This is an optimization exercise on Yosys and OpenROAD, whose aim is small area, a short achievable clock period and few clock cycles per item, not a production implementation. Where RTL was checked, it was by simulation tests only, not by an equivalence proof against the original. No activity file was given, so power comes from the tool's default toggle rates.

Setup of lagoon:
Design rgb565_to_bmp24_stream_writer, start of the top module:
module rgb565_to_bmp24_stream_writer (
  input  logic        clk_i,
  input  logic        rst_ni,
  input  logic        pix_valid_i,
  output logic        pix_ready_o,
  input  logic [15:0] pix_rgb565_i,
  output logic        out_valid_o,
  input  logic        out_ready_i,
  output logic [7:0]  out_byte_o,
  output logic        out_last_of_run_o,
  output logic        out_end_of_image_o,
  input  logic        cfg_we_i,
  input  logic [0:0]  cfg_idx_i,
  input  logic [12:0] cfg_data_i
);
  function automatic logic [7:0] scale5(logic [4:0] v);
    logic [2:0] u;
    if (v >= 5'd31)      u = 3'd7;
    else if (v >= 5'd27) u = 3'd6;
    else if (v >= 5'd23) u = 3'd5;
    else if (v >= 5'd18) u = 3'd4;
    else if (v >= 5'd14) u = 3'd3;
    else if (v >= 5'd9)  u = 3'd2;
    else if (v >= 5'd5)  u = 3'd1;
    else                 u = 3'd0;
    scale5 = {v, u};
  endfunction
  function automatic logic [7:0] scale6(logic [5:0] v);
    logic [1:0] t;
    if (v == 6'd63)      t = 2'd3;
    else if (v >= 6'd42) t = 2'd2;
    else if (v >= 6'd21) t = 2'd1;
    else                 t = 2'd0;
    scale6 = {v, t};
  endfunction
  function automatic logic [11:0] clamp_dim(logic [12:0] d);
  ...
Size: ~710 cells after synthesis, about 110 flip-flops, about 6800 um^2 of cells after synthesis.
clock: 9.0 ns
lec_check: 0
abc_clock_period_in_ps: 2500
cap_margin: 20
core_margin: 2
core_utilization: 40
cts_buf_list: sky130_fd_sc_hd__clkbuf_8
slew_margin: 20
standard.sh (not shown) runs the stock make flow with config.mk's settings and CLKGATE_MAP_FILE= SYNTH_SCRIPT=/design/flow/synth_recipe.tcl, a recipe that flattens the netlist after the stock synthesis.
==> flow/flow/run.sh <==
#!/bin/bash
# The standard layout, with plain buffers (buf_1) on the ports instead of the default port
# buffer cell (the resizer still sizes them up where timing needs it), and timing repair
# aiming for 6.0 ns of setup slack.
set -euo pipefail
bash standard.sh "BUFFER_PORTS_ARGS=-buffer_cell sky130_fd_sc_hd__buf_1" SETUP_SLACK_MARGIN=6.0 finish > standard_make.log 2>&1
Testbench counts of lagoon, summed over its fixed seeds: cycles 80,551, pixels 25,456.
## Diff of input files: yarrow against lagoon
diff --git a/flow/design.v b/flow/design.v
--- a/flow/design.v
+++ b/flow/design.v
@@ -54,17 +54,17 @@
       if (cfg_idx_i[0]) h_q <= clamp_dim(cfg_data_i);
       else              w_q <= clamp_dim(cfg_data_i);
     end
   end
   wire [12:0] w_full = {w_q == 12'd0, w_q};
   wire [12:0] h_full = {h_q == 12'd0, h_q};
   logic        nf_q;         
   logic        pb_full_q;    
-  logic        nrdy_q;       
+  logic        rdy_q;        
   logic        pnew_q;       
   logic [1:0]  ph_q;         
   logic [1:0]  pad_q;        
   logic        hdr_q;        
   logic [5:0]  hidx_q;       
   logic        ov_q;         
   logic        sf_q;         
   logic [15:0] pb_q;
@@ -142,36 +142,35 @@
       6'd33: hdr_byte = {4'hF, inc_out[11:8]};
       6'd34, 6'd35: hdr_byte = 8'hFF;
       6'd36: hdr_byte = 8'd1;
       6'd38: hdr_byte = 8'd24;
       6'd44, 6'd45, 6'd46, 6'd47: hdr_byte = size_byte(prod, hidx_q[1:0], 1'b0);
       default: hdr_byte = 8'h00;
     endcase
   end
-  wire       pb_free   = ~pb_full_q | (ph_q[1] & go);
-  wire       accept    = pix_valid_i & pb_free;
-  wire       pb_full_d = pb_free ? pix_valid_i : pb_full_q;
+  wire       accept    = pix_valid_i & rdy_q;
+  wire       pb_full_d = rdy_q ? pix_valid_i : pb_full_q;
   wire [1:0] ph_d      = (go & sel_pix) ? (ph_q[1] ? 2'd0 : ph_q + 2'd1) : ph_q;
   wire       sf_d      = ~out_free & (sf_q | sel_any);
   always_ff @(posedge clk_i or negedge rst_ni) begin
     if (!rst_ni) begin
       nf_q       <= 1'b1;
       pb_full_q  <= 1'b0;
-      nrdy_q     <= 1'b0;
+      rdy_q      <= 1'b0;
       pnew_q     <= 1'b0;
       ph_q       <= 2'd0;
       pad_q      <= 2'd0;
       hdr_q      <= 1'b0;
       ov_q       <= 1'b0;
       sf_q       <= 1'b0;
     end else begin
       pnew_q     <= accept;
       pb_full_q  <= pb_full_d;
-      nrdy_q     <= pb_full_d & ~(ph_d[1] & ~sf_d);
+      rdy_q      <= ~pb_full_d | ((ph_d == 2'd2) & ~sf_d);
       ph_q       <= ph_d;
       if (pnew_q) nf_q <= 1'b0;
       if (go) begin
         if (sel_r)        pad_q <= re_q ? w_q[1:0] : 2'd0;
         else if (sel_pad) pad_q <= pad_q - 2'd1;
       end
       if (init1)      hdr_q <= 1'b1;
       else if (hlast) hdr_q <= 1'b0;
@@ -179,17 +178,17 @@
       sf_q <= sf_d;
     end
   end
   always_ff @(posedge clk_i) begin
     if (init1)      hidx_q <= 6'd0;
     else if (hstep) hidx_q <= hidx_q + 6'd1;
   end
   always_ff @(posedge clk_i) begin
-    if (pb_free) pb_q <= pix_rgb565_i;
+    if (rdy_q) pb_q <= pix_rgb565_i;
     if (go & sel_g) begin
       re_q <= (cc == 12'hFFE);
       fe_q <= (cc == 12'hFFE) & (rc == 12'hFFF);
     end
   end
   logic [7:0] byte_d;
   logic       last_d, eoi_d;
   wire        pad0 = (w_q[1:0] == 2'd0);
@@ -218,14 +217,14 @@
       seoi_q  <= eoi_d;
     end
     if (out_free) begin
       byte_q <= sf_q ? sbyte_q : byte_d;
       last_q <= sf_q ? slast_q : last_d;
       eoi_q  <= sf_q ? seoi_q  : eoi_d;
     end
   end
-  assign pix_ready_o        = ~nrdy_q;
+  assign pix_ready_o        = rdy_q;
   assign out_valid_o        = ov_q;
   assign out_byte_o         = byte_q;
   assign out_last_of_run_o  = last_q;
   assign out_end_of_image_o = eoi_q;
 endmodule
==> comparison <==
- ~same clock tree cell share of total cell area in lagoon and yarrow
- yarrow vs. lagoon: total power down about 9%, overall fraction of global-route tracks in use fell by 1.6 points, final area shrank by 1.7%, number of instances in the synthesized netlist went down 4.1%.
- lagoon → yarrow: number of cells upsized or downsized after cts saw an increase; instance count on the critical path saw a decrease; global routing met2 resource utilization saw a decrease; setup slack saw a decrease; highest net fanout along the worst path saw a decrease.
- Clock skew on yarrow is behind lagoon.
- Looking at sequential share of layout area across lagoon and yarrow, the one that comes out lower is lagoon.
- Total wire length, lagoon and yarrow, lower one = yarrow.
- Compare lagoon and yarrow | synthesized area divided by synthesized cell count lower: lagoon
Function not checked in yarrow: the RTL went through the layout flow alone.

static timing again, ports no longer ideal:
The flow's constraints put no driver on any port. The routed layouts listed below were extracted and timed again, unchanged, in two steps. Step 1 (the two cells are an assumption about what drives the block):
set clk [get_ports {clk_i}]
set_driving_cell -lib_cell sky130_fd_sc_hd__clkbuf_16 $clk
set_driving_cell -lib_cell sky130_fd_sc_hd__buf_2 [delete_from_list [all_inputs] $clk]
Step 2 times the ports against the registers' clock, not the clock port: input delays grow and output delays shrink by t, the midpoint of the rising clock arrivals with the driver on. Three values: ideal, step 1, step 2; two values: the first two.
run	t, ns	setup WS [ns]	worst setup path at the end
lagoon	0.424	6.186 / 6.186 / 6.021	input to register
yarrow	0.436	6.068 / 6.028 / 6.026	input to register
After both steps setup and hold are still met in every run listed. For lagoon, which loses most, drivers alone change the setup slack by 0.000 ns; drivers and shift together by -0.165 ns.
